From an optimization exercise on the open Yosys and OpenROAD flow, aimed at small area and a short achievable clock period; shortcuts taken in it are not production practice.
Power is estimated from default activity; no workload was simulated.

## v4
==> flow/design.v <==
package switch_pkg;
    localparam int NUM_PORTS = 4;            
    typedef logic [7:0] byte_t;              
    typedef logic [1:0] port_idx_t;          
    typedef struct packed {
        logic      cyc;                      
        logic      stb;                      
        logic      we;                       
        port_idx_t adr;                      
        byte_t     dat;                      
    } wb_req_t;
    typedef struct packed {
        logic  ack;                          
        byte_t dat;                          
    } wb_rsp_t;
    typedef struct packed {
        logic  eop;
        byte_t data;
    } fifo_entry_t;
    typedef struct packed {
        logic  valid;                        
        logic  last;                         
        byte_t data;
    } port_out_t;
    typedef enum logic {RT_IDLE, RT_PAYLOAD} router_state_e;
    typedef enum logic [1:0] {EG_IDLE, EG_SEND, EG_GAP} egress_state_e;
endpackage
module packet_switch
#(
    parameter int FIFO_DEPTH = 32,
    parameter int MAX_PKT    = 16,
    parameter int GAP_CYCLES = 4
) (
    input  logic                  clk,
    input  logic                  reset_b,
    input  logic                  i_wb_cyc,
    input  logic                  i_wb_stb,
    input  logic                  i_wb_we,
    input  logic [1:0]            i_wb_adr,
    input  logic [7:0]            i_wb_dat,
    output logic                  o_wb_ack,
    output logic [7:0]            o_wb_dat,
    input  logic                  i_valid,
    input  logic [7:0]            i_data,
    output logic                  o_stall,
    output logic [switch_pkg::NUM_PORTS-1:0]  o_port_valid,
    output logic [switch_pkg::NUM_PORTS-1:0]  o_port_last,
    output logic [switch_pkg::NUM_PORTS*8-1:0] o_port_data,
    input  logic [switch_pkg::NUM_PORTS-1:0]  i_read
);
    localparam int NP = switch_pkg::NUM_PORTS;
    localparam int RD = 15;                  
    localparam int GW = $clog2(GAP_CYCLES + 1);
    function automatic logic [3:0] inc15(input logic [3:0] x);
        if (x == 4'(RD - 1)) inc15 = 4'd0;
        else                 inc15 = x + 4'd1;
    endfunction
    logic       req;
    logic       ack_q;
    logic [7:0] addr_q [NP];
    logic [7:0] rdat_q;                      
    assign req = i_wb_cyc && i_wb_stb;
    always_ff @(posedge clk or negedge reset_b) begin
        if (!reset_b) ack_q <= 1'b0;
        else          ack_q <= req && !ack_q;
    end
    always_ff @(posedge clk or negedge reset_b) begin
        if (!reset_b) begin
            for (int k = 0; k < NP; k++) addr_q[k] <= 8'(k);
        end else if (ack_q && req && i_wb_we) begin
            addr_q[i_wb_adr] <= i_wb_dat;
        end
    end
    always_ff @(posedge clk) rdat_q <= addr_q[i_wb_adr];
    assign o_wb_ack = ack_q;
    assign o_wb_dat = rdat_q;
    logic          rt_pay_q;                 
    logic          hit_q;
    logic [NP-1:0] tgt_q;                    
    logic          pend_q;                   
    logic [NP-1:0] wr_q;                     
    logic [7:0]    data_q;
    logic          match_hit;
    logic [NP-1:0] match_oh;
    always_comb begin
        match_hit = 1'b0;
        match_oh  = '0;
        for (int k = NP - 1; k >= 0; k--) begin
            if (i_data == addr_q[k]) begin
                match_hit = 1'b1;
                match_oh  = NP'(1) << k;
            end
        end
        if (!match_hit) match_oh = NP'(1);   
    end
    always_ff @(posedge clk or negedge reset_b) begin
        if (!reset_b) begin
            rt_pay_q <= 1'b0;
            hit_q    <= 1'b0;
            tgt_q    <= NP'(1);
            pend_q   <= 1'b0;
            wr_q     <= '0;
        end else begin
            pend_q <= rt_pay_q && i_valid && hit_q;
            wr_q   <= {NP{rt_pay_q && i_valid && hit_q}} & tgt_q;
            if (!rt_pay_q) begin
                if (i_valid) begin
                    rt_pay_q <= 1'b1;
                    hit_q    <= match_hit;
                    tgt_q    <= match_oh;
                end
            end else if (!i_valid) begin
                rt_pay_q <= 1'b0;
            end
        end
    end
    always_ff @(posedge clk) data_q <= i_data;
    logic [8:0] in_word;                     
    assign in_word = {!i_valid, data_q};
    logic [8:0] ovf_mem [RD];
    logic [3:0] ovf_wp_q, ovf_rp_q;
    logic       ovf_empty_q;                 
    logic       ovf_one;                     
    logic [8:0] ovf_head_q;
    logic       ovf_hv_q;                    
    logic       ovf_empty;
    logic [3:0] ovf_wp_i, ovf_rp_i;
    logic [NP-1:0] rfull, valid;
    logic          t_full, t_pop;
    assign t_full = |(rfull & tgt_q);
    assign t_pop  = |(valid & i_read & tgt_q);
    assign ovf_wp_i  = inc15(ovf_wp_q);
    assign ovf_rp_i  = inc15(ovf_rp_q);
    assign ovf_empty = ovf_empty_q;
    assign ovf_one   = (ovf_wp_q == ovf_rp_i);
    logic ovf_we1, ovf_we0, ovf_re1, ovf_hv1, ovf_hv0, ovf_we, ovf_re;
    assign ovf_we1 = ovf_hv_q && pend_q && !ovf_empty;
    assign ovf_we0 = ovf_hv_q && pend_q;
    assign ovf_re1 = ovf_hv_q && !ovf_empty;
    assign ovf_hv1 = ovf_hv_q && (!ovf_empty || pend_q);
    assign ovf_hv0 = ovf_hv_q || (pend_q && t_full);
    assign ovf_we  = t_pop ? ovf_we1 : ovf_we0;
    assign ovf_re  = t_pop && ovf_re1;
    always_ff @(posedge clk) begin
        if (ovf_we) ovf_mem[ovf_wp_q] <= in_word;
    end
    always_ff @(posedge clk) begin
        if (t_pop || !ovf_hv_q) ovf_head_q <= ovf_empty ? in_word : ovf_mem[ovf_rp_q];
    end
    always_ff @(posedge clk or negedge reset_b) begin
        if (!reset_b) begin
            ovf_wp_q  <= '0;
            ovf_rp_q  <= '0;
            ovf_empty_q <= 1'b1;
            ovf_hv_q  <= 1'b0;
        end else begin
            if (ovf_we) ovf_wp_q <= ovf_wp_i;
            if (ovf_re) ovf_rp_q <= ovf_rp_i;
            ovf_empty_q <= t_pop ? (ovf_empty || (!pend_q && ovf_one))
                                 : (ovf_empty && !(ovf_hv_q && pend_q));
            ovf_hv_q  <= t_pop ? ovf_hv1 : ovf_hv0;
        end
    end
    assign o_stall = ovf_hv_q;
    for (genvar p = 0; p < NP; p++) begin : g_lane
        logic [8:0]    mem [RD];
        logic [3:0]    wp_q, rp_q;
        logic          rempty_q, rfull_q;    
        logic          r_one, r_alm;         
        logic [3:0]    wp_i, rp_i;
        logic [8:0]    head_q;               
        logic          hv_q;                 
        logic          valid_q;              
        logic [GW-1:0] gap_q;                
        logic          rempty, mig, wr, pop, rwe, rre;
        logic [8:0]    ring_word;
        assign wp_i     = inc15(wp_q);
        assign rp_i     = inc15(rp_q);
        assign rempty   = rempty_q;
        assign rfull[p] = rfull_q;
        assign r_one    = (wp_q == rp_i);
        assign r_alm    = (wp_i == rp_q);
        assign valid[p] = valid_q;
        assign pop      = valid_q && i_read[p];
        assign mig = tgt_q[p] && ovf_hv_q;   
        assign wr  = wr_q[p];                
        logic rwe1, rwe0, hv1, hv0, val1, val0;
        logic [GW-1:0] gap1, gap0;
        assign rwe1 = mig || (wr && !rempty);
        assign rwe0 = !mig && wr && hv_q && !rfull[p];
        assign rwe  = pop ? rwe1 : rwe0;
        assign rre  = pop && !rempty;
        assign hv1  = !rempty || wr;
        assign hv0  = hv_q || wr;
        assign gap1 = head_q[8] ? GW'(GAP_CYCLES) : '0;    
        assign gap0 = (gap_q != '0) ? gap_q - 1'b1 : gap_q;
        assign val1 = hv1 && !head_q[8];
        assign val0 = hv0 && (gap0 == '0);
        assign ring_word = mig ? ovf_head_q : in_word;
        always_ff @(posedge clk) begin
            if (rwe) mem[wp_q] <= ring_word;
        end
        always_ff @(posedge clk) begin
            if (pop || !hv_q) head_q <= rempty ? in_word : mem[rp_q];
        end
        always_ff @(posedge clk or negedge reset_b) begin
            if (!reset_b) begin
                wp_q    <= '0;
                rp_q    <= '0;
                rempty_q <= 1'b1;
                rfull_q  <= 1'b0;
                hv_q    <= 1'b0;
                valid_q <= 1'b0;
                gap_q   <= '0;
            end else begin
                if (rwe) wp_q <= wp_i;
                if (rre) rp_q <= rp_i;
                rempty_q <= pop ? (rempty || (!rwe1 && r_one))
                                : (rempty && !rwe0);
                rfull_q  <= pop ? (rfull_q && rwe1)
                                : (rfull_q || (rwe0 && r_alm));
                hv_q    <= pop ? hv1  : hv0;
                valid_q <= pop ? val1 : val0;
                gap_q   <= pop ? gap1 : gap0;
            end
        end
        assign o_port_valid[p]       = valid_q;
        assign o_port_last[p]        = head_q[8];
        assign o_port_data[8*p +: 8] = head_q[7:0];
    end
endmodule
clock: 4.4 ns
lec_check: 0
cap_margin: 20
core_margin: 2
core_utilization: 40
setup_slack_margin: 2.2
slew_margin: 20
run.sh (not shown) runs the stock make flow with config.mk's settings and CLKGATE_MAP_FILE= SYNTH_SCRIPT=/design/flow/synth_recipe.tcl, a recipe that flattens the netlist after the stock synthesis.
v4 | status: complete | timing, DRC, antenna: pass
Relative to v4, the following input files were edited for v9:
-- flow/design.v --
<<< v4, line 120
    logic [8:0] ovf_mem [RD];
    logic [3:0] ovf_wp_q, ovf_rp_q;
    logic       ovf_empty_q;                 
    logic       ovf_one;                     
    logic [8:0] ovf_head_q;
    logic       ovf_hv_q;                    
    logic       ovf_empty;
    logic [3:0] ovf_wp_i, ovf_rp_i;
    logic [NP-1:0] rfull, valid;
    logic          t_full, t_pop;
    assign t_full = |(rfull & tgt_q);
    assign t_pop  = |(valid & i_read & tgt_q);
    assign ovf_wp_i  = inc15(ovf_wp_q);
    assign ovf_rp_i  = inc15(ovf_rp_q);
    assign ovf_empty = ovf_empty_q;
    assign ovf_one   = (ovf_wp_q == ovf_rp_i);
    logic ovf_we1, ovf_we0, ovf_re1, ovf_hv1, ovf_hv0, ovf_we, ovf_re;
    assign ovf_we1 = ovf_hv_q && pend_q && !ovf_empty;
>>> v9, line 120
    logic [8:0] ovf_mem [RD];
    logic [3:0] ovf_wp_q, ovf_rp_q;
    logic [3:0] ovf_cnt_q;                   
    logic [8:0] ovf_head_q;
    logic       ovf_hv_q;                    
    logic       ovf_empty;
    logic [NP-1:0] rfull, valid;
    logic          t_full, t_pop;
    assign t_full = |(rfull & tgt_q);
    assign t_pop  = |(valid & i_read & tgt_q);
    assign ovf_empty = (ovf_cnt_q == 4'd0);
    logic ovf_we1, ovf_we0, ovf_re1, ovf_hv1, ovf_hv0, ovf_we, ovf_re;
    assign ovf_we1 = ovf_hv_q && pend_q && !ovf_empty;
<<< v4, line 148
        if (t_pop || !ovf_hv_q) ovf_head_q <= ovf_empty ? in_word : ovf_mem[ovf_rp_q];
    end
    always_ff @(posedge clk or negedge reset_b) begin
        if (!reset_b) begin
            ovf_wp_q  <= '0;
            ovf_rp_q  <= '0;
            ovf_empty_q <= 1'b1;
            ovf_hv_q  <= 1'b0;
        end else begin
            if (ovf_we) ovf_wp_q <= ovf_wp_i;
            if (ovf_re) ovf_rp_q <= ovf_rp_i;
            ovf_empty_q <= t_pop ? (ovf_empty || (!pend_q && ovf_one))
                                 : (ovf_empty && !(ovf_hv_q && pend_q));
            ovf_hv_q  <= t_pop ? ovf_hv1 : ovf_hv0;
        end
>>> v9, line 143
        if (t_pop || !ovf_hv_q) ovf_head_q <= ovf_empty ? in_word : ovf_mem[ovf_rp_q];
    end
    logic [3:0] ovf_cnt_inc, ovf_cnt_dec;
    assign ovf_cnt_inc = ovf_cnt_q + 4'd1;
    assign ovf_cnt_dec = ovf_cnt_q - 4'd1;
    always_ff @(posedge clk or negedge reset_b) begin
        if (!reset_b) begin
            ovf_wp_q  <= '0;
            ovf_rp_q  <= '0;
            ovf_cnt_q <= '0;
            ovf_hv_q  <= 1'b0;
        end else begin
            if (ovf_we) ovf_wp_q <= inc15(ovf_wp_q);
            if (ovf_re) ovf_rp_q <= inc15(ovf_rp_q);
            if (ovf_we && !ovf_re)      ovf_cnt_q <= ovf_cnt_inc;
            else if (ovf_re && !ovf_we) ovf_cnt_q <= ovf_cnt_dec;
            ovf_hv_q  <= t_pop ? ovf_hv1 : ovf_hv0;
        end
<<< v4, line 166
        logic [8:0]    mem [RD];
        logic [3:0]    wp_q, rp_q;
        logic          rempty_q, rfull_q;    
        logic          r_one, r_alm;         
        logic [3:0]    wp_i, rp_i;
        logic [8:0]    head_q;               
        logic          hv_q;                 
>>> v9, line 164
        logic [8:0]    mem [RD];
        logic [3:0]    wp_q, rp_q;
        logic [3:0]    cnt_q;                
        logic [8:0]    head_q;               
        logic          hv_q;                 
<<< v4, line 175
        logic          rempty, mig, wr, pop, rwe, rre;
        logic [8:0]    ring_word;
        assign wp_i     = inc15(wp_q);
        assign rp_i     = inc15(rp_q);
        assign rempty   = rempty_q;
        assign rfull[p] = rfull_q;
        assign r_one    = (wp_q == rp_i);
        assign r_alm    = (wp_i == rp_q);
        assign valid[p] = valid_q;
        assign pop      = valid_q && i_read[p];
>>> v9, line 171
        logic          rempty, mig, wr, pop, rwe, rre;
        logic [8:0]    ring_word;
        assign rempty   = (cnt_q == 4'd0);
        assign rfull[p] = (cnt_q == 4'(RD));
        assign valid[p] = valid_q;
        assign pop      = valid_q && i_read[p];
<<< v4, line 204
            if (pop || !hv_q) head_q <= rempty ? in_word : mem[rp_q];
        end
        always_ff @(posedge clk or negedge reset_b) begin
            if (!reset_b) begin
                wp_q    <= '0;
                rp_q    <= '0;
                rempty_q <= 1'b1;
                rfull_q  <= 1'b0;
                hv_q    <= 1'b0;
                valid_q <= 1'b0;
                gap_q   <= '0;
            end else begin
                if (rwe) wp_q <= wp_i;
                if (rre) rp_q <= rp_i;
                rempty_q <= pop ? (rempty || (!rwe1 && r_one))
                                : (rempty && !rwe0);
                rfull_q  <= pop ? (rfull_q && rwe1)
                                : (rfull_q || (rwe0 && r_alm));
                hv_q    <= pop ? hv1  : hv0;
                valid_q <= pop ? val1 : val0;
>>> v9, line 196
            if (pop || !hv_q) head_q <= rempty ? in_word : mem[rp_q];
        end
        logic [3:0] cnt_inc, cnt_dec;
        assign cnt_inc = cnt_q + 4'd1;
        assign cnt_dec = cnt_q - 4'd1;
        always_ff @(posedge clk or negedge reset_b) begin
            if (!reset_b) begin
                wp_q    <= '0;
                rp_q    <= '0;
                cnt_q   <= '0;
                hv_q    <= 1'b0;
                valid_q <= 1'b0;
                gap_q   <= '0;
            end else begin
                if (rwe) wp_q <= inc15(wp_q);
                if (rre) rp_q <= inc15(rp_q);
                if (rwe && !rre)      cnt_q <= cnt_inc;
                else if (rre && !rwe) cnt_q <= cnt_dec;
                hv_q    <= pop ? hv1  : hv0;
                valid_q <= pop ? val1 : val0;
Findings:
The wire length of the first global-routing pass reported for v9 is smaller than that of v4 by 4.1 mm. In the tables for v4 and v9, pin count of the biggest net entering global routing reads lower with v4. Of v4 and v9, v9 shows the lower die area, with v4 above it. The summed instance area of the synthesized netlist reported for v9 is smaller than that of v4 by 0.80%. When v9 is set beside v4, its global-route usage turns out to be 0.43 points smaller. Lower sequential power goes to v9 over v4.
No functional check of the RTL was part of any run of this note.

[re-timing with driven ports]
The flow's constraints put no driver on any port. The routed layouts listed below were extracted and timed again, unchanged, in two steps.
Step 1 (the two cells are an assumption about what drives the block):
set clk [get_ports {clk}]
set_driving_cell -lib_cell sky130_fd_sc_hd__clkbuf_16 $clk
set_driving_cell -lib_cell sky130_fd_sc_hd__buf_2 [delete_from_list [all_inputs] $clk]
Step 2 also shifts input and output timing later by t, the mid clock arrival at the registers, as if the neighbouring blocks saw the same clock.
Slacks: no drivers / after step 1 / after step 2; pairs: no drivers / after step 1.
run	shift t [ns]	slack for setup (ns)	worst setup path after step 2	clock arrival spread, ns	slew at the worst register clock pin (ns)
v4	0.695	1.955 / 1.955 / 1.270	input to register	0.030 / 0.029	0.06 / 0.06
v9	0.714	1.760 / 1.760 / 1.153	input to register	0.037 / 0.037	0.07 / 0.07
After both steps setup and hold are still met in every run listed. The setup slack of v4, which loses most, moves by 0.000 ns with the drivers and by -0.685 ns with both steps.
